From an optimization exercise on the open Yosys and OpenROAD flow, aimed at small area, a short achievable clock period and few clock cycles per item; shortcuts taken in it are not production practice.
Only simulation tests tie the RTL to the original design; equivalence was not proved.
Power and IR drop assume default switching activity.

## flow/design.v (module list and top-level ports; edited modules follow where they fit)
// module gdiff_div: 79 lines
// module gdiff_mul: 535 lines
// module gdiff_ram: 28 lines
// module gdiff_add: 11 lines
// module grid_liquid_diffusion_step_unit: 520 lines
module grid_liquid_diffusion_step_unit #(
	parameter int MAX_WIDTH   = gdiff_pkg::MAX_WIDTH_DEF,
	parameter int AMOUNT_BITS = gdiff_pkg::AMOUNT_BITS_DEF,
	localparam int DATA_W     = ((AMOUNT_BITS + 7) / 8) * 8
) (
	input  logic                              clk,
	input  logic                              arst_n,
	input  logic                              s_axis_tvalid,
	output logic                              s_axis_tready,
	input  logic [DATA_W-1:0]                 s_axis_tdata,    
	output logic                              m_axis_tvalid,
	input  logic                              m_axis_tready,
	output logic [DATA_W-1:0]                 m_axis_tdata,    
	output logic                              m_axis_tlast,
	input  logic                              cfg_valid,
	output logic                              cfg_ready,
	input  logic [gdiff_pkg::CFG_INDEX_W-1:0] cfg_index,
	input  logic [gdiff_pkg::CFG_DATA_W-1:0]  cfg_data
);
  // ...
==> flow/run.sh <==
#!/bin/bash
# synth_recipe.tcl (not shown) runs the flow's synth.tcl, then flattens the netlist and writes it again
# the make line also repeats each setting of config.mk as NAME=value (left out here)
make -C /OpenROAD-flow-scripts/flow DESIGN_CONFIG=/design/flow/config.mk WORK_HOME=/design/flow/orfs CLKGATE_MAP_FILE= SYNTH_SCRIPT=/design/flow/synth_recipe.tcl finish
==> flow/config.mk <==
export PLATFORM = sky130hd
export DESIGN_NAME = grid_liquid_diffusion_step_unit
export DESIGN_NICKNAME = grid_liquid_diffusion_step_unit
export VERILOG_FILES = /design/flow/design.v
export SDC_FILE = /design/flow/constraint.sdc
export NUM_CORES = 4
export LEC_CHECK = 0
export CAP_MARGIN = 20
export CORE_MARGIN = 2
export CORE_UTILIZATION = 40
export CTS_CLUSTER_DIAMETER = 100
export CTS_CLUSTER_SIZE = 30
export SETUP_SLACK_MARGIN = 5.0
export SLEW_MARGIN = 20
==> flow/constraint.sdc <==
create_clock -name core_clock -period 7.0 [get_ports {clk}]
set_input_delay 1.4000 -clock core_clock [delete_from_list [all_inputs] [get_ports {clk}]]
set_output_delay 1.4000 -clock core_clock [all_outputs]
set_load 0.01 [all_outputs]
==> impl_metrics.prom, run 1 <==
# TYPE chip_impl_metric gauge
chip_impl_info{name="status",value="timing/DRC/antenna clean"} 1
chip_impl_metric{name="power_leakage",unit="nW"} 27.3
chip_impl_metric{name="yosys.area.top_type_share",unit=""} 0.514
chip_impl_info{name="most-common-layout-cells",value="sky130_fd_sc_hd__dfxtp_1, sky130_fd_sc_hd__buf_4, sky130_fd_sc_hd__nand2_1"} 1
chip_impl_metric{name="seq_share",unit=""} 0.520
chip_impl_info{name="yosysMostFrequentCell",value="sky130_fd_sc_hd__dfxtp_1"} 1
chip_impl_info{name="startpoint_type",value="flop"} 1
chip_impl_info{name="dominant_combinational_cell_family_by_area_after_synthesis",value="adder cells"} 1
chip_impl_metric{name="final_nets",unit=""} 5274
chip_impl_metric{name="placementRows",unit=""} 135
chip_impl_info{name="yosys_most_used_dff",value="sky130_fd_sc_hd__dfxtp_1"} 1
chip_impl_metric{name="antenna_left",unit=""} 0
chip_impl_info{name="cts_tree",value="done"} 1
chip_impl_metric{name="final_design_area_no_fill",unit="um^2"} 67500
chip_impl_info{name="critical_path.reg2reg.startpoint",value="resv_q[3]"} 1
chip_impl_metric{name="postLayoutCoreUtil",unit=""} 0.498
chip_impl_metric{name="final_setup_skew",unit="ns"} 0.0368
chip_impl_metric{name="synthMuxAreaShare",unit=""} 0.0264
chip_impl_metric{name="nNonClkBuffers",unit=""} 499
chip_impl_metric{name="clk_pin_slew",unit="ns"} 0.12
chip_impl_metric{name="drt-total-wl",unit="um"} 116000
chip_impl_metric{name="seq_area",unit="um^2"} 35100
chip_impl_metric{name="final.setup.tns",unit="ns"} 0
chip_impl_info{name="crit_path_top_delay_cell",value="sky130_fd_sc_hd__dfrtp_1"} 1
chip_impl_metric{name="p_seq",unit="W"} 0.0117
chip_impl_metric{name="hpwl",unit="um"} 71300
chip_impl_info{name="holdCritStartpoint",value="u_sring.ring_q[13][8]"} 1
chip_impl_info{name="hold-path-endpoint",value="u_sring.ring_q[12][8]"} 1
chip_impl_metric{name="synth_cell_types",unit=""} 82
chip_impl_metric{name="placed_cell_area",unit="um^2"} 58400
chip_impl_metric{name="gr-usage-all-layers",unit=""} 0.160
chip_impl_metric{name="via_count",unit=""} 32900
chip_impl_metric{name="setup-violations-final",unit=""} 0
chip_impl_metric{name="p_sw",unit="W"} 0.0112
chip_impl_metric{name="p_int",unit="W"} 0.0195
chip_impl_info{name="synth_commonest_cells",value="sky130_fd_sc_hd__dfxtp_1, sky130_fd_sc_hd__inv_1, sky130_fd_sc_hd__nand2_1"} 1
chip_impl_metric{name="timing.critical_path.fanout_max",unit=""} 7
chip_impl_metric{name="final.clkbuf_count",unit=""} 86
Testbench counts, summed over its fixed seeds: cycles 6,896, items 6,464.
==> run 2: changes to the inputs <==
--- a/flow/config.mk
+++ b/flow/config.mk
@@ -11,4 +11,4 @@
 export CTS_CLUSTER_DIAMETER = 100
 export CTS_CLUSTER_SIZE = 30
-export SETUP_SLACK_MARGIN = 5.0
+export SETUP_SLACK_MARGIN = 4.0
 export SLEW_MARGIN = 20
==> run 2 against run 1 <==
Against the previous run: flip-flop and latch count unchanged; sequential share of layout area grew 4.4 points; largest power group unchanged; via count shrank 4.0%; still clean; power shrank 7.3%; synthesized cell count stayed put.
==> impl_metrics.prom, run 2 <==
# TYPE chip_impl_metric gauge
chip_impl_info{name="status",value="timing/DRC/antenna clean"} 1
chip_impl_metric{name="power_leakage",unit="nW"} 25.3
chip_impl_metric{name="cts.path.max_buffers",unit=""} 3
chip_impl_metric{name="clkLatencyLatePin",unit="ns"} 0.69
chip_impl_metric{name="timing.critical_path.fanout_max",unit=""} 5
chip_impl_info{name="hp-class",value="flop to flop"} 1
chip_impl_metric{name="setup-violations-final",unit=""} 0
chip_impl_metric{name="viasPerCell",unit=""} 4.87
chip_impl_info{name="registers.top_by_ff_count",value="u_zring.ring_q"} 1
chip_impl_metric{name="via_count",unit=""} 31600
chip_impl_metric{name="gp_congestion",unit=""} 0.831
chip_impl_metric{name="synth-async-reset-ratio",unit=""} 0.0752
chip_impl_metric{name="max_cap_violations",unit=""} 0
chip_impl_metric{name="antenna_found_initial",unit=""} 14
chip_impl_metric{name="hold_violations",unit=""} 0
chip_impl_info{name="yosysMostFrequentCell",value="sky130_fd_sc_hd__dfxtp_1"} 1
chip_impl_metric{name="area_growth_syn_to_layout",unit="%"} 13.4
chip_impl_metric{name="placementRows",unit=""} 135
chip_impl_info{name="grt_setup_unrepaired",value="yes"} 1
chip_impl_metric{name="vdd.ir_drop.worst",unit="uV"} 386
chip_impl_metric{name="critPathArrivalTime",unit="ns"} 3.68
chip_impl_metric{name="synth_area",unit="um^2"} 54800
chip_impl_metric{name="die_width",unit="um"} 374
chip_impl_info{name="synth_commonest_cells",value="sky130_fd_sc_hd__dfxtp_1, sky130_fd_sc_hd__inv_1, sky130_fd_sc_hd__nand2_1"} 1
chip_impl_info{name="layout_top_registers",value="u_zring.ring_q (576), u_sring.ring_q (512), buf_q (102)"} 1
chip_impl_metric{name="min_period_over_period",unit=""} 0.442
chip_impl_metric{name="powerDensity",unit="nW/um^2"} 458
chip_impl_info{name="worstSetupPathType",value="flop to flop"} 1
chip_impl_metric{name="yosys.area.top_type_share",unit=""} 0.514
chip_impl_metric{name="rel_slew_slack",unit=""} 0.301
chip_impl_info{name="cp_top_family",value="simple AND/OR/NAND/NOR gates"} 1
chip_impl_metric{name="avgRoutedWirePerCell",unit="um"} 16.8
chip_impl_info{name="cts_root_buf",value="sky130_fd_sc_hd__clkbuf_16"} 1
chip_impl_metric{name="fin_crit",unit="ns"} 3.10
chip_impl_metric{name="first_global_vias",unit=""} 30800
chip_impl_metric{name="hpwl",unit="um"} 71200
chip_impl_metric{name="core-area",unit="um^2"} 136000
chip_impl_metric{name="fillers",unit=""} 12300
chip_impl_metric{name="post_detailed_route_drc_marker_count",unit=""} 0
chip_impl_metric{name="final_nets",unit=""} 5037
chip_impl_metric{name="synth_cell_types",unit=""} 82
chip_impl_metric{name="grt_overflow_total",unit=""} 0
chip_impl_metric{name="ioPinCount",unit=""} 59
chip_impl_metric{name="gr-usage-all-layers",unit=""} 0.150
chip_impl_info{name="end_kind",value="flop"} 1
chip_impl_info{name="holdCritStartpoint",value="u_zring.ring_q[26][5]"} 1
chip_impl_metric{name="global_route.usage.met1",unit=""} 0.201
chip_impl_info{name="timing.critical_path.from",value="resv_q[3]"} 1
chip_impl_metric{name="final_cells",unit=""} 6496
chip_impl_metric{name="die_area",unit="um^2"} 140000
chip_impl_metric{name="h_tree_depth",unit=""} 3
chip_impl_info{name="synth_largest_area_cell",value="sky130_fd_sc_hd__dfxtp_1"} 1
chip_impl_info{name="crit_path_top_delay_cell",value="sky130_fd_sc_hd__dfrtp_1"} 1
chip_impl_metric{name="detailedRoute.firstPassIterationCount",unit=""} 5
chip_impl_metric{name="final_layout_size_suffix_gt1_frac",unit=""} 0.144
chip_impl_info{name="synth_top_cells_by_area",value="sky130_fd_sc_hd__dfxtp_1, sky130_fd_sc_hd__edfxtp_1, sky130_fd_sc_hd__dfrtp_1, sky130_fd_sc_hd__ha_1, sky130_fd_sc_hd__xnor2_1"} 1
chip_impl_metric{name="yosys_warnings",unit=""} 6
chip_impl_info{name="cts_tree",value="done"} 1
chip_impl_metric{name="syn-mean-instance-area",unit="um^2"} 12.1
chip_impl_info{name="critical_path.reg2reg.startpoint",value="resv_q[3]"} 1
chip_impl_metric{name="worst-endpoint-required",unit="ns"} 7.59
chip_impl_metric{name="globalRouteMet2Util",unit=""} 0.247
chip_impl_metric{name="dp_worst_setup_slack",unit="ns"} 2.89
chip_impl_metric{name="final_critical_path_setup_slack",unit="ns"} 3.90
chip_impl_metric{name="synth_edf_count",unit=""} 119
chip_impl_info{name="startpoint_type",value="flop"} 1
chip_impl_metric{name="final.setup.tns",unit="ns"} 0
chip_impl_metric{name="ys_ff_latch",unit=""} 1649
chip_impl_metric{name="number_of_clock_buffers_inserted_by_tritoncts",unit=""} 66
chip_impl_metric{name="initial_core_util",unit=""} 0.404
chip_impl_metric{name="clk_pin_slew",unit="ns"} 0.10
chip_impl_metric{name="wire_length_of_the_first_global_routing_pass",unit="um"} 168000
chip_impl_metric{name="timing_max_transition_violations_final",unit=""} 0
chip_impl_metric{name="pin_count_of_the_biggest_net_entering_global_routing",unit=""} 66
chip_impl_metric{name="placement.io_buffers",unit=""} 58
chip_impl_metric{name="flip_flop_count_of_the_largest_register_all_copies_and_words_added",unit=""} 576
chip_impl_metric{name="inst_count_dp",unit=""} 6211
chip_impl_info{name="most-common-layout-cells",value="sky130_fd_sc_hd__dfxtp_1, sky130_fd_sc_hd__nand2_1, sky130_fd_sc_hd__inv_1"} 1
chip_impl_metric{name="crit_buf_inv",unit=""} 2
chip_impl_info{name="crit_chain",value="buf_4 -> or2b_1 -> nor4_4 -> and2_4 -> nand2_2 -> xnor2_4 -> inv_1 -> ha_1 -> o221ai_1 -> a21oi_1 -> nor2_1 -> o21ai_1 -> a2111oi_2 -> o32a_1"} 1
chip_impl_metric{name="synth.net_count",unit=""} 4880
chip_impl_metric{name="timing.fmax",unit="MHz"} 323
chip_impl_metric{name="tritoncts_num_sinks",unit=""} 1649
chip_impl_metric{name="drt-total-wl",unit="um"} 109000
chip_impl_info{name="top_usage_layer",value="met2"} 1
chip_impl_info{name="yosys_most_used_dff",value="sky130_fd_sc_hd__dfxtp_1"} 1
chip_impl_metric{name="antenna_left",unit=""} 0
chip_impl_metric{name="die_h",unit="um"} 374
chip_impl_metric{name="synth-seq-area-share",unit=""} 0.636
chip_impl_metric{name="timing.critical_path.slowest_cell_delay",unit="ns"} 0.39
chip_impl_metric{name="holdBufCountCts",unit=""} 0
chip_impl_metric{name="grt.met3_usage",unit=""} 0.0217
chip_impl_metric{name="syn-instance-count",unit=""} 4527
chip_impl_metric{name="drt_iter0_drc",unit=""} 1922
chip_impl_metric{name="final_setup_skew",unit="ns"} 0.0453
chip_impl_info{name="mostFrequentLayoutCell",value="sky130_fd_sc_hd__dfxtp_1"} 1
chip_impl_metric{name="tightest_pin_transition",unit="ns"} 1.04
[run 2: changes by cell type in the layout (fill, tap and decap cells not counted), sizes merged, moves of 2 or more]
cell,before,now
buf,469,205
clkdlybuf4s50,16,37
clkinvlp,1,3
diode,6,1
dlygate4sd2,5,14
dlymetal6s2s,0,6
inv,289,286
nor2,260,257
or3,31,29
[run 2: power by group]
group	total, W	internal (W)	switching (W)
sequential	0.0116	0.0108	0.000833
clock	0.00462	0.00184	0.00279
combinational	0.0123	0.00561	0.00664
[run 2: worst paths after layout]
kind / end / slack [ns] / depth (start not counted)
min in group asynchronous: cnt_q[2] / 0.66 / 1
worst max register to register: tready_q / 3.90 / 14
worst max-delay path: tready_q / 3.90 / 14
worst min-delay path: u_zring.ring_q[25][5] / 0.31 / 0
max in group asynchronous: den_q[4] / 4.84 / 2
worst min register to register: u_zring.ring_q[25][5] / 0.31 / 0
[run 2: cell families (layout without fill, tap and decap cells)]
family / count (synthesis) / after routing / synth area share
flip-flops: 1649 / 1649 / 0.636
AND/OR/NAND/NOR: 896 / 896 / 0.0763
AO/OA/AOI/OAI: 750 / 750 / 0.0872
buffers and inverters: 463 / 650 / 0.0322
XOR/XNOR: 337 / 337 / 0.0542
adder cells (fa/ha/maj): 318 / 318 / 0.0877
multiplexers: 114 / 114 / 0.0264
other: 0 / 1 / 0
[run 2: per-layer routing]
layer,up-vias,part of all wire,wire length [um]
li1,15400,-,-
met5,-,0.00026,28
met3,207,0.042,4550
met2,626,0.47,50700
met1,15400,0.46,50000
met4,4,0.033,3540
[run 2: what timing repair did]
item / in CTS / in global routing
setup endpoints to repair: 227 / 101
pin swaps: 60 / 120
resized for setup: 233 / 213
buffers inserted: 93 / 93
[run 2: layout make-up]
cell class                      count  area (um^2)  area share
Antenna cell                        1         2.50   0.0000403
Clock buffer                       86         1750      0.0281
Clock inverter                     12          188     0.00302
Inverter                          284         1090      0.0176
Multi-Input combinational cell   2415        19400       0.312
Sequential cell                  1649        35000       0.563
Tap cell                         1781         2230      0.0359
Timing Repair Buffer              268         2470      0.0397
[run 2: worst register-to-register path, stage by stage (launching register included)]
cell                        delay (ns)
sky130_fd_sc_hd__dfrtp_1          0.39
sky130_fd_sc_hd__buf_4            0.14
sky130_fd_sc_hd__or2b_1           0.25
sky130_fd_sc_hd__nor4_4           0.29
sky130_fd_sc_hd__and2_4           0.24
sky130_fd_sc_hd__nand2_2          0.11
sky130_fd_sc_hd__xnor2_4          0.20
sky130_fd_sc_hd__inv_1            0.09
sky130_fd_sc_hd__ha_1             0.30
sky130_fd_sc_hd__o221ai_1         0.09
sky130_fd_sc_hd__a21oi_1          0.10
sky130_fd_sc_hd__nor2_1           0.17
sky130_fd_sc_hd__o21ai_1          0.10
sky130_fd_sc_hd__a2111oi_2        0.37
sky130_fd_sc_hd__o32a_1           0.22
[run 2: metrics by stage]
| stage | util | power (W) | area, um^2 | hold slack (ns) |
|---|---|---|---|---|
| floorplan | - | 0.0200 | 55000 | 0.310 |
| global placement | 0.421 | 0.0225 | 57100 | 0.310 |
| detailed placement | 0.421 | 0.0229 | 57200 | 0.312 |
| CTS | 0.446 | 0.0280 | 60500 | 0.314 |
| global route | 0.458 | 0.0310 | 62100 | 0.320 |
| finish | 0.458 | 0.0285 | 62100 | 0.312 |
==> run 3: changes to the inputs <==
--- a/flow/config.mk
+++ b/flow/config.mk
@@ -10,5 +10,5 @@
 export CORE_UTILIZATION = 40
 export CTS_CLUSTER_DIAMETER = 100
-export CTS_CLUSTER_SIZE = 30
-export SETUP_SLACK_MARGIN = 4.0
+export CTS_CLUSTER_SIZE = 28
+export SETUP_SLACK_MARGIN = 3.75
 export SLEW_MARGIN = 20
==> run 3 against run 2 <==
Against the previous run: clock power rose by 4%; largest power group is now registers; clock-buffer cell count is 4 higher; fmax is 2.4% lower; synthesized cell count unchanged; design area decreased by 2.8%; clock skew decreased by 0.020 ns.
==> impl_metrics.prom, run 3 <==
# TYPE chip_impl_metric gauge
chip_impl_metric{name="dp_worst_setup_slack",unit="ns"} 2.76
chip_impl_metric{name="setup-violations-final",unit=""} 0
chip_impl_metric{name="fin_crit",unit="ns"} 3.17
chip_impl_metric{name="avgRoutedWirePerCell",unit="um"} 16.3
chip_impl_metric{name="gp_congestion",unit=""} 0.867
chip_impl_metric{name="vdd.ir_drop.worst",unit="uV"} 344
chip_impl_info{name="crit_path_frequent_cell",value="sky130_fd_sc_hd__fa_1"} 1
chip_impl_info{name="hp-class",value="flop to flop"} 1
chip_impl_info{name="cts_root_buf",value="sky130_fd_sc_hd__clkbuf_16"} 1
chip_impl_metric{name="drt_iter0_drc",unit=""} 1855
chip_impl_metric{name="total_area_of_multi_input_combinational_cells",unit="um^2"} 18600
chip_impl_metric{name="fillers",unit=""} 12400
chip_impl_metric{name="hpwl",unit="um"} 71200
chip_impl_metric{name="timing.fmax",unit="MHz"} 315
chip_impl_info{name="critical_path.reg2reg.startpoint",value="u_recip.two[2]"} 1
chip_impl_metric{name="final.setup.tns",unit="ns"} 0
chip_impl_info{name="regToRegEndpoint",value="mc0_q[13]"} 1
chip_impl_metric{name="synth_cell_types",unit=""} 82
chip_impl_metric{name="min_period_over_period",unit=""} 0.453
chip_impl_metric{name="timing_max_transition_violations_final",unit=""} 0
chip_impl_info{name="cts_tree",value="done"} 1
chip_impl_info{name="synth_commonest_cells",value="sky130_fd_sc_hd__dfxtp_1, sky130_fd_sc_hd__inv_1, sky130_fd_sc_hd__nand2_1"} 1
chip_impl_info{name="synth_largest_area_cell",value="sky130_fd_sc_hd__dfxtp_1"} 1
chip_impl_metric{name="placementRows",unit=""} 135
chip_impl_metric{name="detailedRoute.firstPassIterationCount",unit=""} 6
chip_impl_metric{name="critPathArrivalTime",unit="ns"} 3.74
chip_impl_info{name="holdCritStartpoint",value="u_sring.ring_q[4][4]"} 1
chip_impl_info{name="yosys_most_used_dff",value="sky130_fd_sc_hd__dfxtp_1"} 1
chip_impl_metric{name="die_area",unit="um^2"} 140000
chip_impl_metric{name="synth-seq-area-share",unit=""} 0.636
chip_impl_metric{name="final_layout_size_suffix_gt1_frac",unit=""} 0.0869
chip_impl_metric{name="postLayoutCoreUtil",unit=""} 0.445
chip_impl_metric{name="crit_buf_inv",unit=""} 2
chip_impl_metric{name="antenna_left",unit=""} 0
chip_impl_info{name="grt_setup_unrepaired",value="yes"} 1
chip_impl_metric{name="seq_area",unit="um^2"} 35000
chip_impl_info{name="synth_top_cells_by_area",value="sky130_fd_sc_hd__dfxtp_1, sky130_fd_sc_hd__edfxtp_1, sky130_fd_sc_hd__dfrtp_1, sky130_fd_sc_hd__ha_1, sky130_fd_sc_hd__xnor2_1"} 1
chip_impl_metric{name="timing.critical_path.slowest_cell_delay",unit="ns"} 0.64
chip_impl_metric{name="final_nets",unit=""} 4927
chip_impl_metric{name="final_setup_skew",unit="ns"} 0.0252
chip_impl_metric{name="gr-usage-all-layers",unit=""} 0.148
chip_impl_info{name="status",value="timing/DRC/antenna clean"} 1
chip_impl_info{name="startpoint_type",value="flop"} 1
chip_impl_metric{name="rel_slew_slack",unit=""} 0.288
chip_impl_metric{name="r2r_slack",unit="ns"} 3.83
chip_impl_info{name="layout_top_registers",value="u_zring.ring_q (576), u_sring.ring_q (512), buf_q (102)"} 1
chip_impl_metric{name="syn-instance-count",unit=""} 4527
chip_impl_metric{name="wire_length_of_the_first_global_routing_pass",unit="um"} 166000
chip_impl_metric{name="flip_flop_count_of_the_largest_register_all_copies_and_words_added",unit=""} 576
chip_impl_metric{name="synth.net_count",unit=""} 4880
chip_impl_info{name="crit_chain",value="a22oi_1 -> xnor2_1 -> fa_1 -> inv_1 -> fa_1 -> fa_1 -> inv_1 -> fa_1"} 1
chip_impl_metric{name="holdBufCountCts",unit=""} 0
chip_impl_metric{name="die_h",unit="um"} 374
chip_impl_metric{name="tightest_pin_transition",unit="ns"} 1.06
chip_impl_metric{name="worst-r2r-cell-count",unit=""} 8
chip_impl_info{name="yosysMostFrequentCell",value="sky130_fd_sc_hd__dfxtp_1"} 1
chip_impl_info{name="crit_path_top_delay_cell",value="sky130_fd_sc_hd__dfxtp_2"} 1
chip_impl_metric{name="antenna_found_initial",unit=""} 12
chip_impl_metric{name="clk_pin_slew",unit="ns"} 0.11
chip_impl_metric{name="viasPerCell",unit=""} 4.83
chip_impl_metric{name="die_width",unit="um"} 374
chip_impl_info{name="cp_top_family",value="adder cells"} 1
chip_impl_metric{name="grt_overflow_total",unit=""} 0
chip_impl_metric{name="drt-total-wl",unit="um"} 104000
chip_impl_metric{name="post_detailed_route_drc_marker_count",unit=""} 0
chip_impl_metric{name="hold_path_depth",unit=""} 0
chip_impl_metric{name="hold_violations",unit=""} 0
chip_impl_metric{name="yosys_warnings",unit=""} 6
chip_impl_metric{name="tritoncts_num_sinks",unit=""} 1649
chip_impl_metric{name="synth_edf_count",unit=""} 119
chip_impl_metric{name="yosys.area.top_type_share",unit=""} 0.514
chip_impl_metric{name="clkLatencyLatePin",unit="ns"} 0.69
chip_impl_info{name="mostFrequentLayoutCell",value="sky130_fd_sc_hd__dfxtp_1"} 1
chip_impl_metric{name="power_leakage",unit="nW"} 24.5
chip_impl_metric{name="synth-async-reset-ratio",unit=""} 0.0752
chip_impl_info{name="hold-path-endpoint",value="u_sring.ring_q[3][4]"} 1
chip_impl_metric{name="via_count",unit=""} 30900
chip_impl_info{name="registers.top_by_ff_count",value="u_zring.ring_q"} 1
chip_impl_metric{name="initial_core_util",unit=""} 0.404
chip_impl_metric{name="ioPinCount",unit=""} 59
chip_impl_info{name="worstSetupPathType",value="flop to flop"} 1
chip_impl_metric{name="area_growth_syn_to_layout",unit="%"} 10.2
chip_impl_metric{name="first_global_vias",unit=""} 30500
chip_impl_metric{name="powerDensity",unit="nW/um^2"} 460
chip_impl_metric{name="placement.io_buffers",unit=""} 58
chip_impl_info{name="most-common-layout-cells",value="sky130_fd_sc_hd__dfxtp_1, sky130_fd_sc_hd__inv_1, sky130_fd_sc_hd__nand2_1"} 1
chip_impl_metric{name="core-area",unit="um^2"} 136000
chip_impl_metric{name="pin_count_of_the_biggest_net_entering_global_routing",unit=""} 67
chip_impl_metric{name="timing.critical_path.fanout_max",unit=""} 16
chip_impl_metric{name="ys_ff_latch",unit=""} 1649
chip_impl_info{name="end_kind",value="flop"} 1
chip_impl_metric{name="cp_num_cells",unit=""} 8
chip_impl_metric{name="final_critical_path_setup_slack",unit="ns"} 3.83
chip_impl_metric{name="synth_area",unit="um^2"} 54800
chip_impl_metric{name="h_tree_depth",unit=""} 3
chip_impl_metric{name="max_cap_violations",unit=""} 0
chip_impl_metric{name="worst-endpoint-required",unit="ns"} 7.57
chip_impl_metric{name="cts.path.max_buffers",unit=""} 3
chip_impl_metric{name="syn-mean-instance-area",unit="um^2"} 12.1
chip_impl_metric{name="number_of_clock_buffers_inserted_by_tritoncts",unit=""} 71
-- run 3: layout make-up --
cell class / count / area share
well taps: 1781 / 0.0369
multi-input cells: 2415 / 0.308
clock buffers: 90 / 0.0317
repair buffers: 153 / 0.0231
diodes: 4 / 0.000166
inverters: 284 / 0.0178
flip-flops and latches: 1649 / 0.579
clock inverters: 11 / 0.00298
-- run 3: metrics by stage --
stage / instances / hold WS (ns) / power, W / instance area, um^2
6_report: 6387 / 0.314 / 0.0278 / 60400
5_1_grt: 6383 / 0.326 / 0.0304 / 60400
4_1_cts: 6351 / 0.310 / 0.0280 / 59800
3_5_place_dp: 6210 / 0.312 / 0.0229 / 57100
3_3_place_gp: 6210 / 0.310 / 0.0225 / 57100
2_1_floorplan: 4527 / 0.310 / 0.0199 / 54800
-- run 3: worst max-delay path by stage --
stage                         startpoint                end
finish                    u_recip.two[2]          mc0_q[13]
global route           u_recip.num_q[15]  u_recip.rem_q[14]
CTS                 u_sring.ring_q[2][2]          au1_q[16]
detailed placement         m_axis_tready        buf_q[0][1]
global placement           m_axis_tready        buf_q[0][2]
floorplan                  m_axis_tready        buf_q[0][0]
-- run 3: per-layer routing --
metal,share of wire,global-route usage,vias up
li1,-,-,15200
met1,0.46,0.200,14800
met2,0.47,0.243,629
met3,0.045,0.0229,181
met4,0.028,0.0473,2
met5,0.00012,0,-
-- run 3: timing repair --
| action | CTS | global route |
|---|---|---|
| endpoints found under the setup margin | 159 | 168 |
| cloned | 1 | 1 |
| setup buffers | 39 | 31 |
| pin swaps | 15 | 39 |
| gates resized for setup | 88 | 84 |
-- run 3: where the power goes --
| part | switching [W] | total, W | leakage (nW) | internal [W] |
|---|---|---|---|---|
| clock | 0.00281 | 0.00481 | 1.02 | 0.00200 |
| combinational | 0.00614 | 0.0113 | 9.47 | 0.00515 |
| sequential | 0.000950 | 0.0117 | 14.0 | 0.0107 |
-- run 3: logic make-up (layout without fill, tap and decap cells) --
kind of cell | count (synthesis) | after routing | synth area share
AO/OA/AOI/OAI | 750 | 750 | 0.0872
XOR/XNOR | 337 | 337 | 0.0542
adder cells (fa/ha/maj) | 318 | 318 | 0.0877
buffers and inverters | 463 | 538 | 0.0322
flip-flops | 1649 | 1649 | 0.636
multiplexers | 114 | 114 | 0.0264
other | 0 | 4 | 0
AND/OR/NAND/NOR | 896 | 896 | 0.0763
==> module grid_liquid_diffusion_step_unit, before the edit <==
module grid_liquid_diffusion_step_unit #(
	parameter int MAX_WIDTH   = gdiff_pkg::MAX_WIDTH_DEF,
	parameter int AMOUNT_BITS = gdiff_pkg::AMOUNT_BITS_DEF,
	localparam int DATA_W     = ((AMOUNT_BITS + 7) / 8) * 8
) (
	input  logic                              clk,
	input  logic                              arst_n,
	input  logic                              s_axis_tvalid,
	output logic                              s_axis_tready,
	input  logic [DATA_W-1:0]                 s_axis_tdata,    
	output logic                              m_axis_tvalid,
	input  logic                              m_axis_tready,
	output logic [DATA_W-1:0]                 m_axis_tdata,    
	output logic                              m_axis_tlast,
	input  logic                              cfg_valid,
	output logic                              cfg_ready,
	input  logic [gdiff_pkg::CFG_INDEX_W-1:0] cfg_index,
	input  logic [gdiff_pkg::CFG_DATA_W-1:0]  cfg_data
);
	localparam int AB = AMOUNT_BITS;
	localparam int CW = $clog2(MAX_WIDTH);
	localparam int HB = gdiff_pkg::GRID_H_BITS;
	localparam int D  = gdiff_pkg::OUT_SLOTS;
	localparam int NB = D - 1;
	localparam int PB = (NB > 1) ? $clog2(NB) : 1;
	localparam int RW = $clog2(D + 2);
	localparam int ZW = gdiff_pkg::ZW;
	localparam int SW = ZW + 2;
	logic [CW-1:0] wl_q, wl_n;
	logic [HB-1:0] hl_q, hl_n;
	logic [AB-1:0] den_q, den_n;
	logic [CW-1:0] col_q, col_n;
	logic [HB-1:0] row_q, row_n;
	logic          top_q, top_n;
	logic          sec_q, sec_n;
	logic          bot_q, bot_n;
	logic [CW-1:0] pa_q, pa_n;
	logic          fpend_q, fpend_n;
	logic [CW-1:0] fcol_q, fcol_n;
	logic          cfg_wait_n;
	logic [RW-1:0] resv_q, resv_n;
	logic          tready_q, tready_n;
	logic          cready_q, cready_n;
	logic          lt_d0, lt_d1, lt_d2;
	logic          fiss;
	logic          start_free;
	logic          acc;
	logic          cfg_take;
	logic          rate_take;
	logic          produce;
	logic          pop;
	logic [CW-1:0] tok_col;
	logic          rc_hold;
	logic [8:0]    b_one, b_two, b_neg;
	logic [4:0]    l_sh;
	assign lt_d0      = (resv_q < RW'(D));
	assign lt_d1      = (resv_q < RW'(D - 1));
	assign lt_d2      = (resv_q < RW'(D - 2));
	assign fiss       = fpend_q && (pa_q == fcol_q) && lt_d0;
	assign start_free = top_q && (col_q == '0) && !fpend_q;
	assign acc        = s_axis_tvalid && tready_q;
	assign cfg_take   = cfg_valid && cready_q;
	assign rate_take  = cfg_take && (cfg_index == 2'd2);
	assign produce    = fiss || (acc && !top_q);
	assign tok_col    = start_free ? '0 : pa_q;
	assign s_axis_tready = tready_q;
	assign cfg_ready     = cready_q;
	logic          fpend_nf;
	logic [CW-1:0] fcol_nf;
	assign fpend_nf = fpend_q && !(fiss && (fcol_q == wl_q));
	assign fcol_nf  = fiss ? fcol_q + CW'(1) : fcol_q;
	logic [CW-1:0] col_a;
	logic [HB-1:0] row_a;
	logic          top_a, sec_a, bot_a, fend_a;
	logic [CW-1:0] pa_a;
	logic [CW-1:0] pa_1;
	always_comb begin
		col_a  = col_q + CW'(1);
		row_a  = row_q;
		top_a  = top_q;
		sec_a  = sec_q;
		bot_a  = bot_q;
		fend_a = 1'b0;
		if (col_q == wl_q) begin
			col_a = '0;
			if (bot_q) begin
				row_a  = '0;
				top_a  = 1'b1;
				sec_a  = 1'b0;
				bot_a  = (hl_q == '0);
				fend_a = 1'b1;
			end else begin
				row_a = row_q + HB'(1);
				top_a = 1'b0;
				sec_a = top_q;
				bot_a = ((row_q + HB'(1)) == hl_q);
			end
		end
		pa_1 = pa_q + CW'(1);
		pa_a = start_free ? CW'(1) : pa_1;
	end
	always_comb begin
		wl_n       = wl_q;
		hl_n       = hl_q;
		den_n      = den_q;
		col_n      = col_q;
		row_n      = row_q;
		top_n      = top_q;
		sec_n      = sec_q;
		bot_n      = bot_q;
		fpend_n    = fpend_nf;
		fcol_n     = fcol_nf;
		resv_n     = resv_q + RW'(produce) - RW'(pop);
		pa_n       = pa_1;
		if (acc) begin
			col_n = col_a;
			row_n = row_a;
			top_n = top_a;
			sec_n = sec_a;
			bot_n = bot_a;
			pa_n  = pa_a;
			if (fend_a) begin
				fpend_n = 1'b1;
				fcol_n  = '0;
			end
		end
		if (cfg_take && (cfg_index != 2'd3)) begin
			col_n = '0;
			row_n = '0;
			top_n = 1'b1;
			sec_n = 1'b0;
			bot_n = (hl_q == '0);
			case (cfg_index)
				2'd0: begin
					if (cfg_data[5:0] == 6'd0) begin
						wl_n = '0;
					end else if (cfg_data[5:0] > 6'(MAX_WIDTH)) begin
						wl_n = CW'(MAX_WIDTH - 1);
					end else begin
						wl_n = CW'(cfg_data[5:0] - 6'd1);
					end
				end
				2'd1: begin
					hl_n  = (cfg_data == '0) ? '0 : cfg_data - HB'(1);
					bot_n = (cfg_data[HB-1:1] == '0);
				end
				default: begin
					den_n = (cfg_data == '0) ? AB'(1) : cfg_data;
				end
			endcase
		end
	end
	function automatic logic can_take(input logic top, input logic [CW-1:0] col,
			input logic [CW-1:0] pa, input logic fpend, input logic [CW-1:0] fcol,
			input logic slot);
		can_take = (top && (col == '0) && !fpend)
			|| ((pa == col) && (top ? (!fpend || (col < fcol) || ((pa == fcol) && slot))
				: slot));
	endfunction
	logic slot_n0, slot_a0;
	logic t_n0, t_n1, t_a0, t_a1;
	logic slot_n, slot_a;
	logic t_sel;
	always_comb begin
		slot_n0 = fiss ? lt_d1 : lt_d0;
		slot_a0 = top_q ? slot_n0 : (fiss ? lt_d2 : lt_d1);
		t_n0    = can_take(top_q, col_q, pa_1, fpend_nf, fcol_nf, 1'b0);
		t_n1    = can_take(top_q, col_q, pa_1, fpend_nf, fcol_nf, 1'b1);
		t_a0    = can_take(top_a, col_a, pa_a, fend_a || fpend_nf, fend_a ? '0 : fcol_nf,
			1'b0);
		t_a1    = can_take(top_a, col_a, pa_a, fend_a || fpend_nf, fend_a ? '0 : fcol_nf,
			1'b1);
		slot_n  = pop || slot_n0;
		slot_a  = top_q ? slot_n : (pop ? slot_n0 : slot_a0);
		if (cfg_take) begin
			t_sel = (cfg_index == 2'd3) ? (slot_n ? t_n1 : t_n0) : 1'b1;
		end else if (acc) begin
			t_sel = slot_a ? t_a1 : t_a0;
		end else begin
			t_sel = slot_n ? t_n1 : t_n0;
		end
		cfg_wait_n = cfg_valid && !cready_q;
		tready_n = t_sel && !cfg_wait_n && !rate_take && !rc_hold;
		cready_n = cfg_wait_n && !(acc ? (fend_a || fpend_nf) : fpend_nf);
	end
	always_ff @(posedge clk or negedge arst_n) begin
		if (!arst_n) begin
			wl_q     <= CW'(MAX_WIDTH - 1);
			hl_q     <= HB'(31);
			den_q    <= AB'(8);
			col_q    <= '0;
			row_q    <= '0;
			top_q    <= 1'b1;
			sec_q    <= 1'b0;
			bot_q    <= 1'b0;
			pa_q     <= '0;
			fpend_q  <= 1'b0;
			fcol_q   <= '0;
			resv_q   <= '0;
			tready_q <= 1'b0;
			cready_q <= 1'b0;
		end else begin
			wl_q     <= wl_n;
			hl_q     <= hl_n;
			den_q    <= den_n;
			col_q    <= col_n;
			row_q    <= row_n;
			top_q    <= top_n;
			sec_q    <= sec_n;
			bot_q    <= bot_n;
			pa_q     <= pa_n;
			fpend_q  <= fpend_n;
			fcol_q   <= fcol_n;
			resv_q   <= resv_n;
			tready_q <= tready_n;
			cready_q <= cready_n;
		end
	end
	gdiff_div u_recip (
		.clk    (clk),
		.arst_n (arst_n),
		.start  (rate_take),
		.den    (den_q),
		.hold   (rc_hold),
		.one    (b_one),
		.two    (b_two),
		.neg    (b_neg),
		.shift  (l_sh)
	);
	logic          vt_q, ft_q;
	logic [AB-1:0] at_q;
	logic          lmt_q, rmt_q, topt_q;
	logic [2:0]    kt_q;
	logic          lm_t, rm_t, uptop_t;
	assign lm_t    = (tok_col == '0);
	assign rm_t    = (tok_col == wl_q);
	assign uptop_t = fiss ? (hl_q == '0) : sec_q;
	always_ff @(posedge clk or negedge arst_n) begin
		if (!arst_n) begin
			vt_q <= 1'b0;
			ft_q <= 1'b0;
		end else begin
			vt_q <= acc;
			ft_q <= fiss;
		end
	end
	always_ff @(posedge clk) begin
		at_q   <= s_axis_tdata[AB-1:0];
		lmt_q  <= lm_t;
		rmt_q  <= rm_t;
		topt_q <= top_q;
		kt_q   <= 3'(!fiss) + 3'(!uptop_t) + 3'(!lm_t) + 3'(!rm_t);
	end
	logic          v0_q, f0_q;
	logic [AB-1:0] a0_q;
	logic [34:0]   ms0_q, mc0_q;
	logic          lm0_q, rm0_q, top0_q;
	logic [2:0]    k0_q;
	logic [34:0]   ms, mc;
	gdiff_mul u_mul (
		.a   (at_q),
		.one (b_one),
		.two (b_two),
		.neg (b_neg),
		.s   (ms),
		.c   (mc)
	);
	always_ff @(posedge clk or negedge arst_n) begin
		if (!arst_n) begin
			v0_q <= 1'b0;
			f0_q <= 1'b0;
		end else begin
			v0_q <= vt_q;
			f0_q <= ft_q;
		end
	end
	always_ff @(posedge clk) begin
		a0_q   <= at_q;
		ms0_q  <= ms;
		mc0_q  <= mc;
		lm0_q  <= lmt_q;
		rm0_q  <= rmt_q;
		top0_q <= topt_q;
		k0_q   <= kt_q;
	end
	logic          v1_q, f1_q;
	logic [16:0]   t1_q;
	logic [AB:0]   au1_q;
	logic [ZW:0]   zr1_q;
	logic [ZW-1:0] ks1_q;
	logic          lm1_q, rm1_q, top1_q;
	logic [AB-1:0] s_tap0_unused, s_tap1_unused, s_tap2, s_tap3;
	logic [ZW-1:0] z_tap0_unused, z_tap1_unused, z_tap2, z_tap3_unused;
	logic [34:0]   prod;
	logic [AB:0]   au;
	logic [AB-1:0] up_m0, right_m0;
	logic [ZW:0]   zr;
	logic [ZW-1:0] s3x;
	logic [ZW-1:0] ks;
	gdiff_add #(
		.W (35)
	) u_add_prod (
		.a    (ms0_q),
		.b    (mc0_q),
		.cin  (1'b0),
		.sum  (prod),
		.cout ()
	);
	assign up_m0    = top0_q ? '0 : s_tap2;
	assign right_m0 = rm0_q ? '0 : s_tap3;
	gdiff_add #(
		.W (AB + 1)
	) u_add_au (
		.a    ({1'b0, a0_q}),
		.b    ({1'b0, up_m0}),
		.cin  (1'b0),
		.sum  (au),
		.cout ()
	);
	gdiff_add #(
		.W (ZW + 1)
	) u_add_zr (
		.a    ({1'b0, z_tap2}),
		.b    ({3'b000, right_m0}),
		.cin  (1'b0),
		.sum  (zr),
		.cout ()
	);
	gdiff_add #(
		.W (ZW)
	) u_add_s3 (
		.a    ({2'b00, s_tap2}),
		.b    ({1'b0, s_tap2, 1'b0}),
		.cin  (1'b0),
		.sum  (s3x),
		.cout ()
	);
	always_comb begin
		case (k0_q)
			3'd0:    ks = '0;
			3'd1:    ks = {2'b00, s_tap2};
			3'd2:    ks = {1'b0, s_tap2, 1'b0};
			3'd3:    ks = s3x;
			default: ks = {s_tap2, 2'b00};
		endcase
	end
	always_ff @(posedge clk or negedge arst_n) begin
		if (!arst_n) begin
			v1_q <= 1'b0;
			f1_q <= 1'b0;
		end else begin
			v1_q <= v0_q;
			f1_q <= f0_q;
		end
	end
	always_ff @(posedge clk) begin
		t1_q   <= prod[32:16];
		au1_q  <= au;
		zr1_q  <= zr;
		ks1_q  <= ks;
		lm1_q  <= lm0_q;
		rm1_q  <= rm0_q;
		top1_q <= top0_q;
	end
	logic          v_r, f_r;
	logic [AB-1:0] s_r;
	logic [ZW-1:0] base_r;
	logic [SW-1:0] pre_r;
	logic          rm_r, top_r;
	logic [AB-1:0] prev_s_q;
	logic [AB-1:0] left_m;
	logic [ZW-1:0] base;
	logic [SW-1:0] pre;
	assign left_m = lm1_q ? '0 : (v_r ? s_r : prev_s_q);
	gdiff_add #(
		.W (ZW)
	) u_add_base (
		.a    ({1'b0, au1_q}),
		.b    ({2'b00, left_m}),
		.cin  (1'b0),
		.sum  (base),
		.cout ()
	);
	gdiff_add #(
		.W (SW)
	) u_add_pre (
		.a    ({1'b0, zr1_q}),
		.b    (~{2'b00, ks1_q}),
		.cin  (1'b1),
		.sum  (pre),
		.cout ()
	);
	always_ff @(posedge clk or negedge arst_n) begin
		if (!arst_n) begin
			v_r <= 1'b0;
			f_r <= 1'b0;
		end else begin
			v_r <= v1_q;
			f_r <= f1_q;
		end
	end
	always_ff @(posedge clk) begin
		s_r    <= AB'(t1_q >> l_sh);
		base_r <= base;
		pre_r  <= pre;
		rm_r   <= rm1_q;
		top_r  <= top1_q;
		if (v_r) begin
			prev_s_q <= s_r;
		end
	end
	logic [AB-1:0] down_m;
	logic [SW-1:0] sum;
	logic          o_v_q, o_l_q;
	logic [SW-1:0] o_sum_q;
	gdiff_ram #(
		.WIDTH (ZW),
		.DEPTH (MAX_WIDTH),
		.LAG   (0)
	) u_zring (
		.clk   (clk),
		.we    (v_r),
		.wdata (base_r),
		.tap0  (z_tap0_unused),
		.tap1  (z_tap1_unused),
		.tap2  (z_tap2),
		.tap3  (z_tap3_unused)
	);
	gdiff_ram #(
		.WIDTH (AB),
		.DEPTH (MAX_WIDTH),
		.LAG   (0)
	) u_sring (
		.clk   (clk),
		.we    (v_r),
		.wdata (s_r),
		.tap0  (s_tap0_unused),
		.tap1  (s_tap1_unused),
		.tap2  (s_tap2),
		.tap3  (s_tap3)
	);
	assign down_m = f_r ? '0 : s_r;
	gdiff_add #(
		.W (SW)
	) u_add_sum (
		.a    (pre_r),
		.b    ({4'b0000, down_m}),
		.cin  (1'b0),
		.sum  (sum),
		.cout ()
	);
	always_ff @(posedge clk or negedge arst_n) begin
		if (!arst_n) begin
			o_v_q <= 1'b0;
		end else begin
			o_v_q <= f_r || (v_r && !top_r);
		end
	end
	always_ff @(posedge clk) begin
		o_sum_q <= sum;
		o_l_q   <= f_r && rm_r;
	end
	logic [AB-1:0] res;
	logic          m_valid_q;
	logic [AB-1:0] m_data_q;
	logic          m_last_q;
	logic [AB:0]   buf_q [NB];
	logic [PB-1:0] rd_q, wr_q;
	logic [RW-1:0] cnt_q;
	logic          load_out;
	logic          to_buf;
	logic          from_buf;
	always_comb begin
		if (o_sum_q[SW-1]) begin
			res = '0;
		end else if (|o_sum_q[SW-2:AB]) begin
			res = '1;
		end else begin
			res = o_sum_q[AB-1:0];
		end
	end
	assign pop      = m_valid_q && m_axis_tready;
	assign load_out = !m_valid_q || pop;
	assign from_buf = load_out && (cnt_q != '0);
	assign to_buf   = o_v_q && !(load_out && (cnt_q == '0));
	always_ff @(posedge clk or negedge arst_n) begin
		if (!arst_n) begin
			m_valid_q <= 1'b0;
			rd_q      <= '0;
			wr_q      <= '0;
			cnt_q     <= '0;
		end else begin
			if (load_out) begin
				m_valid_q <= (cnt_q != '0) || o_v_q;
			end
			if (from_buf) begin
				rd_q <= (rd_q == PB'(NB - 1)) ? '0 : rd_q + PB'(1);
			end
			if (to_buf) begin
				wr_q <= (wr_q == PB'(NB - 1)) ? '0 : wr_q + PB'(1);
			end
			cnt_q <= cnt_q + RW'(to_buf) - RW'(from_buf);
		end
	end
	always_ff @(posedge clk) begin
		if (load_out) begin
			if (cnt_q != '0) begin
				{m_last_q, m_data_q} <= buf_q[rd_q];
			end else begin
				{m_last_q, m_data_q} <= {o_l_q, res};
			end
		end
		if (to_buf) begin
			buf_q[wr_q] <= {o_l_q, res};
		end
	end
	assign m_axis_tvalid = m_valid_q;
	assign m_axis_tdata  = DATA_W'(m_data_q);
	assign m_axis_tlast  = m_last_q;
endmodule
==> run 4: changes to the inputs <==
--- a/flow/design.v
+++ b/flow/design.v
@@ -730,4 +730,7 @@
 	assign s_axis_tready = tready_q;
 	assign cfg_ready     = cready_q;
+	logic [RW-1:0] resv_inc, resv_dec;
+	assign resv_inc = resv_q + RW'(1);
+	assign resv_dec = resv_q - RW'(1);
 	logic          fpend_nf;
 	logic [CW-1:0] fcol_nf;
@@ -775,5 +778,5 @@
 		fpend_n    = fpend_nf;
 		fcol_n     = fcol_nf;
-		resv_n     = resv_q + RW'(produce) - RW'(pop);
+		resv_n     = produce ? (pop ? resv_q : resv_inc) : (pop ? resv_dec : resv_q);
 		pa_n       = pa_1;
 		if (acc) begin
@@ -815,11 +818,6 @@
 		end
 	end
-	function automatic logic can_take(input logic top, input logic [CW-1:0] col,
-			input logic [CW-1:0] pa, input logic fpend, input logic [CW-1:0] fcol,
-			input logic slot);
-		can_take = (top && (col == '0) && !fpend)
-			|| ((pa == col) && (top ? (!fpend || (col < fcol) || ((pa == fcol) && slot))
-				: slot));
-	endfunction
+	logic col0, wrap, pc_n, cf_lt, cf_le, cf_lt1, pf_n, pa_last;
+	logic cflt_n, pf_nn, cflt_a, pf_a;
 	logic slot_n0, slot_a0;
 	logic t_n0, t_n1, t_a0, t_a1;
@@ -827,12 +825,25 @@
 	logic t_sel;
 	always_comb begin
+		col0    = (col_q == '0);
+		wrap    = (col_q == wl_q);
+		pc_n    = (pa_1 == col_q);
+		cf_lt   = (col_q < fcol_q);
+		cf_le   = (col_q <= fcol_q);
+		cf_lt1  = ({1'b0, col_q} + 6'd1 < {1'b0, fcol_q});
+		pf_n    = (pa_1 == fcol_q);
+		pa_last = (pa_q == CW'(MAX_WIDTH - 1));
+		cflt_n  = fiss ? cf_le : cf_lt;
+		pf_nn   = fiss || pf_n;
+		cflt_a  = fiss ? cf_lt : cf_lt1;
+		pf_a    = fiss || pf_n;
+		t_n0    = (top_q && col0 && !fpend_nf)
+			|| (pc_n && (top_q ? (!fpend_nf || cflt_n) : 1'b0));
+		t_n1    = (top_q && col0 && !fpend_nf)
+			|| (pc_n && (top_q ? (!fpend_nf || cflt_n || pf_nn) : 1'b1));
+		t_a0    = wrap ? 1'b0 : (top_q ? (!fpend_nf || cflt_a) : 1'b0);
+		t_a1    = wrap ? (pa_last && !start_free)
+			: (top_q ? (!fpend_nf || cflt_a || pf_a) : 1'b1);
 		slot_n0 = fiss ? lt_d1 : lt_d0;
 		slot_a0 = top_q ? slot_n0 : (fiss ? lt_d2 : lt_d1);
-		t_n0    = can_take(top_q, col_q, pa_1, fpend_nf, fcol_nf, 1'b0);
-		t_n1    = can_take(top_q, col_q, pa_1, fpend_nf, fcol_nf, 1'b1);
-		t_a0    = can_take(top_a, col_a, pa_a, fend_a || fpend_nf, fend_a ? '0 : fcol_nf,
-			1'b0);
-		t_a1    = can_take(top_a, col_a, pa_a, fend_a || fpend_nf, fend_a ? '0 : fcol_nf,
-			1'b1);
 		slot_n  = pop || slot_n0;
 		slot_a  = top_q ? slot_n : (pop ? slot_n0 : slot_a0);
--- a/flow/config.mk
+++ b/flow/config.mk
@@ -11,4 +11,4 @@
 export CTS_CLUSTER_DIAMETER = 100
 export CTS_CLUSTER_SIZE = 28
-export SETUP_SLACK_MARGIN = 3.75
+export SETUP_SLACK_MARGIN = 4.0
 export SLEW_MARGIN = 20
==> run 4 against run 3 <==
Against the previous run: highest routed layer is now met4; still clean on timing, DRC and antenna; design area up 2.6%; largest cell class unchanged; via count up 1.3%; clock power about the same; fmax up 2.7%.
==> impl_metrics.prom, run 4 <==
# TYPE chip_impl_metric gauge
chip_impl_info{name="yosys_most_used_dff",value="sky130_fd_sc_hd__dfxtp_1"} 1
chip_impl_metric{name="synth_cell_types",unit=""} 80
chip_impl_metric{name="final_design_area_no_fill",unit="um^2"} 62000
chip_impl_metric{name="placed_cell_area",unit="um^2"} 57300
chip_impl_metric{name="tritoncts_num_sinks",unit=""} 1649
chip_impl_metric{name="cts.path.max_buffers",unit=""} 3
chip_impl_metric{name="antennaDiodeCount",unit=""} 0
chip_impl_metric{name="number_of_clock_buffers_inserted_by_tritoncts",unit=""} 71
chip_impl_metric{name="powerDensity",unit="nW/um^2"} 517
chip_impl_metric{name="max_cap_violations",unit=""} 0
chip_impl_metric{name="tightest_pin_transition",unit="ns"} 1.04
chip_impl_info{name="crit_chain",value="buf_6 -> mux2i_1 -> or2_4 -> inv_2 -> ha_4 -> a21o_1 -> a21oi_2 -> o21ai_2 -> a21o_1 -> a31oi_4 -> o21ai_2 -> or4_4 -> a311oi_2 -> nor3b_1"} 1
chip_impl_metric{name="inst_count_dp",unit=""} 6206
chip_impl_info{name="synth_commonest_cells",value="sky130_fd_sc_hd__dfxtp_1, sky130_fd_sc_hd__nand2_1, sky130_fd_sc_hd__inv_1"} 1
chip_impl_metric{name="critPathArrivalTime",unit="ns"} 3.68
chip_impl_metric{name="worst_hold_slack_across_all_endpoints",unit="ns"} 0.316
chip_impl_info{name="synth_top_cells_by_area",value="sky130_fd_sc_hd__dfxtp_1, sky130_fd_sc_hd__edfxtp_1, sky130_fd_sc_hd__dfrtp_1, sky130_fd_sc_hd__ha_1, sky130_fd_sc_hd__xnor2_1"} 1
chip_impl_metric{name="pin_count_of_the_biggest_net_entering_global_routing",unit=""} 83
chip_impl_info{name="cts_tree",value="done"} 1
chip_impl_metric{name="ys_ff_latch",unit=""} 1649
chip_impl_metric{name="post_detailed_route_drc_marker_count",unit=""} 0
chip_impl_metric{name="rel_slew_slack",unit=""} 0.306
chip_impl_metric{name="clk_pin_slew",unit="ns"} 0.11
chip_impl_metric{name="initial_core_util",unit=""} 0.404
chip_impl_metric{name="syn-instance-count",unit=""} 4518
chip_impl_metric{name="fin_crit",unit="ns"} 3.09
chip_impl_metric{name="placement.io_buffers",unit=""} 58
chip_impl_info{name="cp_top_family",value="compound AO/OA/AOI/OAI gates"} 1
chip_impl_metric{name="synth-async-reset-ratio",unit=""} 0.0752
chip_impl_metric{name="timing.critical_path.slowest_cell_delay",unit="ns"} 0.55
chip_impl_info{name="layout_top_registers",value="u_zring.ring_q (576), u_sring.ring_q (512), buf_q (102)"} 1
chip_impl_metric{name="placementRows",unit=""} 135
chip_impl_metric{name="min_period_over_period",unit=""} 0.442
chip_impl_metric{name="detailedRoute.firstPassIterationCount",unit=""} 6
chip_impl_info{name="cts_root_buf",value="sky130_fd_sc_hd__clkbuf_16"} 1
chip_impl_metric{name="holdBufCountCts",unit=""} 0
chip_impl_metric{name="core-area",unit="um^2"} 136000
chip_impl_metric{name="final_cells",unit=""} 6470
chip_impl_metric{name="final.setup.tns",unit="ns"} 0
chip_impl_metric{name="ioPinCount",unit=""} 59
chip_impl_info{name="hp-class",value="flop to flop"} 1
chip_impl_info{name="startpoint_type",value="flop"} 1
chip_impl_metric{name="clkLatencyLatePin",unit="ns"} 0.71
chip_impl_metric{name="die_area",unit="um^2"} 140000
chip_impl_metric{name="timing.fmax",unit="MHz"} 324
chip_impl_metric{name="vdd.ir_drop.worst",unit="uV"} 420
chip_impl_metric{name="hold_violations",unit=""} 0
chip_impl_metric{name="syn-mean-instance-area",unit="um^2"} 12.1
chip_impl_metric{name="flip_flop_count_of_the_largest_register_all_copies_and_words_added",unit=""} 576
chip_impl_metric{name="area_growth_syn_to_layout",unit="%"} 13.1
chip_impl_metric{name="drt-total-wl",unit="um"} 108000
chip_impl_metric{name="die_h",unit="um"} 374
chip_impl_metric{name="avgRoutedWirePerCell",unit="um"} 16.6
chip_impl_metric{name="wire_length_of_the_first_global_routing_pass",unit="um"} 169000
chip_impl_info{name="registers.top_by_ff_count",value="u_zring.ring_q"} 1
chip_impl_metric{name="final_nets",unit=""} 5012
chip_impl_info{name="grt_setup_unrepaired",value="yes"} 1
chip_impl_metric{name="yosys.area.top_type_share",unit=""} 0.514
chip_impl_info{name="mostFrequentLayoutCell",value="sky130_fd_sc_hd__dfxtp_1"} 1
chip_impl_info{name="crit_path_top_delay_cell",value="sky130_fd_sc_hd__dfrtp_4"} 1
chip_impl_info{name="worstSetupPathType",value="flop to flop"} 1
chip_impl_info{name="synth_largest_area_cell",value="sky130_fd_sc_hd__dfxtp_1"} 1
chip_impl_metric{name="die_width",unit="um"} 374
chip_impl_metric{name="antenna_found_initial",unit=""} 11
chip_impl_metric{name="hpwl",unit="um"} 70600
chip_impl_info{name="status",value="timing/DRC/antenna clean"} 1
chip_impl_metric{name="gr-usage-all-layers",unit=""} 0.151
chip_impl_metric{name="synth_area",unit="um^2"} 54800
chip_impl_metric{name="synth_edf_count",unit=""} 119
chip_impl_metric{name="timing.critical_path.fanout_max",unit=""} 4
chip_impl_metric{name="drt_iter0_drc",unit=""} 1794
chip_impl_metric{name="via_count",unit=""} 31300
chip_impl_metric{name="final_layout_size_suffix_gt1_frac",unit=""} 0.130
chip_impl_info{name="end_kind",value="flop"} 1
chip_impl_metric{name="timing_max_transition_violations_final",unit=""} 0
chip_impl_metric{name="synth-seq-area-share",unit=""} 0.636
chip_impl_metric{name="viasPerCell",unit=""} 4.83
chip_impl_metric{name="fillers",unit=""} 12200
chip_impl_metric{name="first_global_vias",unit=""} 30700
chip_impl_metric{name="r2r_slack",unit="ns"} 3.91
chip_impl_metric{name="setup-violations-final",unit=""} 0
chip_impl_metric{name="antenna_left",unit=""} 0
chip_impl_metric{name="gp_congestion",unit=""} 0.816
chip_impl_metric{name="worst-endpoint-required",unit="ns"} 7.59
chip_impl_info{name="yosysMostFrequentCell",value="sky130_fd_sc_hd__dfxtp_1"} 1
chip_impl_metric{name="final_setup_skew",unit="ns"} 0.0355
chip_impl_metric{name="grt_overflow_total",unit=""} 0
chip_impl_metric{name="yosys_warnings",unit=""} 6
chip_impl_metric{name="power_leakage",unit="nW"} 25.3
chip_impl_metric{name="synth.net_count",unit=""} 4872
chip_impl_info{name="most-common-layout-cells",value="sky130_fd_sc_hd__dfxtp_1, sky130_fd_sc_hd__nand2_1, sky130_fd_sc_hd__inv_1"} 1
chip_impl_metric{name="crit_buf_inv",unit=""} 2
chip_impl_metric{name="h_tree_depth",unit=""} 3
==> run 4: final cells by class <==
| class | count | area, um^2 | share of cell area |
|---|---|---|---|
| Inverter | 283 | 1090 | 0.0175 |
| Clock inverter | 11 | 203 | 0.00327 |
| Tap cell | 1781 | 2230 | 0.0360 |
| Clock buffer | 93 | 1900 | 0.0307 |
| Timing Repair Buffer | 246 | 2270 | 0.0366 |
| Multi-Input combinational cell | 2407 | 19300 | 0.311 |
| Sequential cell | 1649 | 35000 | 0.565 |
==> run 4: final timing paths <==
path / cells past startpoint / to / startpoint
setup reg to reg: 14 / base_r[17] / v_r
setup / recovery: 14 / base_r[17] / v_r
max in group asynchronous: 2 / f_r / arst_n
hold reg to reg: 0 / u_sring.ring_q[0][13] / u_sring.ring_q[1][13]
min in group asynchronous: 1 / den_q[0] / arst_n
hold / removal: 0 / u_sring.ring_q[0][13] / u_sring.ring_q[1][13]
==> run 4: per-stage QoR <==
step | setup WS [ns] | util | total power, W
after floorplan | 3.98 | - | 0.0228
after global placement | 2.69 | 0.422 | 0.0259
after detailed placement | 2.63 | 0.422 | 0.0264
after CTS | 3.83 | 0.446 | 0.0317
after global routing | 3.81 | 0.457 | 0.0349
final | 3.91 | 0.457 | 0.0320
==> run 4: cell families after synthesis <==
kind of cell	count (synthesis)	share of synthesized area
flops	1649	0.636
simple gates	896	0.0770
compound gates	755	0.0892
buf+inv	463	0.0319
xor+xnor	331	0.0529
fa+ha+maj	317	0.0876
mux	107	0.0250
==> run 4: per-layer routing <==
layer | GRT usage | wire (um) | vias to the layer above
met2 | 0.250 | 50400 | 595
met1 | 0.204 | 50100 | 15100
met3 | 0.0223 | 4260 | 178
met4 | 0.0442 | 2760 | 0
met5 | 0 | 0 | -
li1 | - | - | 15400
==> run 4: repair_timing <==
action | in CTS | in global routing
hold endpoints to repair | 0 | 0
gates resized for setup | 184 | 180
pin swaps | 29 | 91
buffers inserted | 82 | 76
cloned | 1 | 1
endpoints found under the setup margin | 159 | 110
==> run 4: where the power goes <==
part	switching [W]	internal (W)	total, W
clock	0.00283	0.00199	0.00482
sequential	0.00130	0.0116	0.0129
combinational	0.00777	0.00652	0.0143
total	0.0119	0.0201	0.0320
Testbench counts of run 4, summed over its fixed seeds: cycles 6,896, items 6,464.
==> run 5: changes to the inputs <==
--- a/flow/config.mk
+++ b/flow/config.mk
@@ -11,4 +11,4 @@
 export CTS_CLUSTER_DIAMETER = 100
 export CTS_CLUSTER_SIZE = 28
-export SETUP_SLACK_MARGIN = 4.0
+export SETUP_SLACK_MARGIN = 3.9
 export SLEW_MARGIN = 20
==> run 5 against run 4 <==
Against the previous run: die area did not move; fmax fell by 0.70%; clock power about the same; flip-flop and latch count stayed put; largest cell class unchanged.
==> impl_metrics.prom, run 5 <==
# TYPE chip_impl_metric gauge
chip_impl_info{name="status",value="timing/DRC/antenna clean"} 1
chip_impl_info{name="end_kind",value="flop"} 1
chip_impl_metric{name="synth.net_count",unit=""} 4872
chip_impl_metric{name="core-area",unit="um^2"} 136000
chip_impl_info{name="most-common-layout-cells",value="sky130_fd_sc_hd__dfxtp_1, sky130_fd_sc_hd__nand2_1, sky130_fd_sc_hd__inv_1"} 1
chip_impl_metric{name="postLayoutCoreUtil",unit=""} 0.449
chip_impl_metric{name="worst-endpoint-required",unit="ns"} 7.59
chip_impl_metric{name="post_detailed_route_drc_marker_count",unit=""} 0
chip_impl_metric{name="crit_buf_inv",unit=""} 2
chip_impl_metric{name="die_h",unit="um"} 374
chip_impl_metric{name="drt_iter0_drc",unit=""} 1922
chip_impl_metric{name="viasPerCell",unit=""} 4.82
chip_impl_metric{name="h_tree_depth",unit=""} 3
chip_impl_metric{name="clk_pin_slew",unit="ns"} 0.11
chip_impl_metric{name="placementRows",unit=""} 135
chip_impl_metric{name="worst_hold_slack_across_all_endpoints",unit="ns"} 0.312
chip_impl_metric{name="synth_area",unit="um^2"} 54800
chip_impl_info{name="synth_top_cells_by_area",value="sky130_fd_sc_hd__dfxtp_1, sky130_fd_sc_hd__edfxtp_1, sky130_fd_sc_hd__dfrtp_1, sky130_fd_sc_hd__ha_1, sky130_fd_sc_hd__xnor2_1"} 1
chip_impl_metric{name="die_width",unit="um"} 374
chip_impl_info{name="yosys_most_used_dff",value="sky130_fd_sc_hd__dfxtp_1"} 1
chip_impl_metric{name="detailedRoute.firstPassIterationCount",unit=""} 5
chip_impl_metric{name="yosys_warnings",unit=""} 6
chip_impl_metric{name="via_count",unit=""} 30900
chip_impl_metric{name="gr-usage-all-layers",unit=""} 0.148
chip_impl_metric{name="initial_core_util",unit=""} 0.404
chip_impl_metric{name="syn-mean-instance-area",unit="um^2"} 12.1
chip_impl_metric{name="final.setup.tns",unit="ns"} 0
chip_impl_metric{name="post_synthesis_adder_cell_area_fraction",unit=""} 0.0876
chip_impl_metric{name="timing.critical_path.fanout_max",unit=""} 9
chip_impl_metric{name="ioPinCount",unit=""} 59
chip_impl_metric{name="area_growth_syn_to_layout",unit="%"} 11.3
chip_impl_info{name="worstSetupPathType",value="flop to flop"} 1
chip_impl_metric{name="final_cells",unit=""} 6406
chip_impl_metric{name="final_critical_path_setup_slack",unit="ns"} 3.89
chip_impl_metric{name="rel_slew_slack",unit=""} 0.340
chip_impl_metric{name="synth-seq-area-share",unit=""} 0.636
chip_impl_metric{name="inst_count_dp",unit=""} 6209
chip_impl_info{name="grt_setup_unrepaired",value="yes"} 1
chip_impl_metric{name="pin_count_of_the_biggest_net_entering_global_routing",unit=""} 86
chip_impl_metric{name="timing.fmax",unit="MHz"} 321
chip_impl_metric{name="timing_max_transition_violations_final",unit=""} 0
chip_impl_info{name="dominant_combinational_cell_family_by_area_after_synthesis",value="compound AO/OA/AOI/OAI gates"} 1
chip_impl_metric{name="grt_overflow_total",unit=""} 0
chip_impl_metric{name="synth_xor_area_frac",unit=""} 0.0529
chip_impl_info{name="yosysMostFrequentCell",value="sky130_fd_sc_hd__dfxtp_1"} 1
chip_impl_info{name="cts_root_buf",value="sky130_fd_sc_hd__clkbuf_16"} 1
chip_impl_metric{name="max_cap_violations",unit=""} 0
chip_impl_metric{name="final_setup_skew",unit="ns"} 0.0320
chip_impl_metric{name="synth-async-reset-ratio",unit=""} 0.0752
-- run 5: cell type report --
| type | count | area (um^2) |
|---|---|---|
| timing repair buffer | 182 | 1700 |
| antenna | 2 | 5.00 |
| tap | 1781 | 2230 |
| clock buffer | 88 | 1860 |
| fill | 12400 | 74700 |
| multi-input combinational | 2406 | 18800 |
| sequential | 1649 | 35000 |
| clock inverter | 15 | 267 |
| inverter | 283 | 1080 |
-- run 5: what timing repair did --
action                     in CTS  in global routing
setup buffers                  27                 63
gates cloned                    1                  1
gates resized for setup       109                126
setup endpoints to repair     144                101
pin swaps                      12                 25
-- run 5: cell families after synthesis --
family | after synthesis
flops | 1649
xor+xnor | 331
mux | 107
buf+inv | 463
simple gates | 896
compound gates | 755
fa+ha+maj | 317
-- run 5: routing by layer --
layer  global-route usage  vias up  routed length [um]  share of wire
met5                    0        -                  31        0.00029
met4               0.0438        6                2850          0.027
met3               0.0209      179                4090          0.039
met2                0.246      564               49100           0.46
met1                0.201    14900               49600           0.47
li1                     -    15300                   -              -
-- run 5: worst paths after layout --
kind	to	depth (start not counted)	slack [ns]
setup / recovery	base_r[17]	14	3.89
max in group asynchronous	col_q[0]	2	5.08
setup reg to reg	base_r[17]	14	3.89
hold / removal	u_sring.ring_q[16][3]	0	0.31
min in group asynchronous	den_q[0]	1	0.79
hold reg to reg	u_sring.ring_q[16][3]	0	0.31
-- run 5: per-stage QoR --
stage	total power, W	instance area [um^2]
floorplan	0.0227	54900
detailed placement	0.0264	57200
global route	0.0343	60900
finish	0.0314	60900
CTS	0.0315	59900
global placement	0.0259	57200
-- run 5: worst register-to-register path: stages (launching register included) --
cell,delay [ns]
sky130_fd_sc_hd__dfrtp_2,0.44
sky130_fd_sc_hd__buf_12,0.15
sky130_fd_sc_hd__mux2i_4,0.19
sky130_fd_sc_hd__or2_4,0.25
sky130_fd_sc_hd__inv_1,0.06
sky130_fd_sc_hd__ha_1,0.22
sky130_fd_sc_hd__a21o_1,0.19
sky130_fd_sc_hd__a21oi_2,0.18
sky130_fd_sc_hd__o21ai_2,0.07
sky130_fd_sc_hd__a21o_1,0.18
sky130_fd_sc_hd__a31oi_4,0.23
sky130_fd_sc_hd__o21ai_2,0.10
sky130_fd_sc_hd__or4_4,0.44
sky130_fd_sc_hd__a311oi_2,0.25
sky130_fd_sc_hd__nor3b_2,0.07
-- run 5: power breakdown --
part / internal, W / switching, W
logic: 0.00618 / 0.00751
registers: 0.0116 / 0.00128
clock network: 0.00200 / 0.00285
total: 0.0198 / 0.0116

-- re-timing with driven ports --
Ports are ideal in the flow. The routed layouts listed here were re-timed in OpenROAD.
Step 1 sets driving cells, clkbuf_16 on the clock port and buf_2 on the other inputs (assumed; they add their load-dependent delay and slew).
Step 2 times the ports against the registers' clock, not the clock port: input delays grow and output delays shrink by t, the midpoint of the rising clock arrivals with the driver on.
Three values: ideal ports, drivers, drivers and shift; two values: the first two.
run | t, ns | setup slack, ns | clock arrival spread, ns | worst slew at a driven data input, ns
run 1 | 0.760 | 3.861 / 3.861 / 3.675 | 0.048 / 0.048 | 0.08
run 2 | 0.740 | 3.903 / 3.903 / 3.197 | 0.050 / 0.050 | 0.06
run 3 | 0.747 | 3.826 / 3.826 / 3.245 | 0.032 / 0.032 | 0.07
run 4 | 0.762 | 3.909 / 3.909 / 3.370 | 0.041 / 0.042 | 0.06
run 5 | 0.756 | 3.887 / 3.887 / 3.309 | 0.033 / 0.033 | 0.07
After both steps every run listed still meets setup and hold. The setup slack of run 2, which loses most, moves by 0.000 ns with the drivers and by -0.706 ns with both steps.
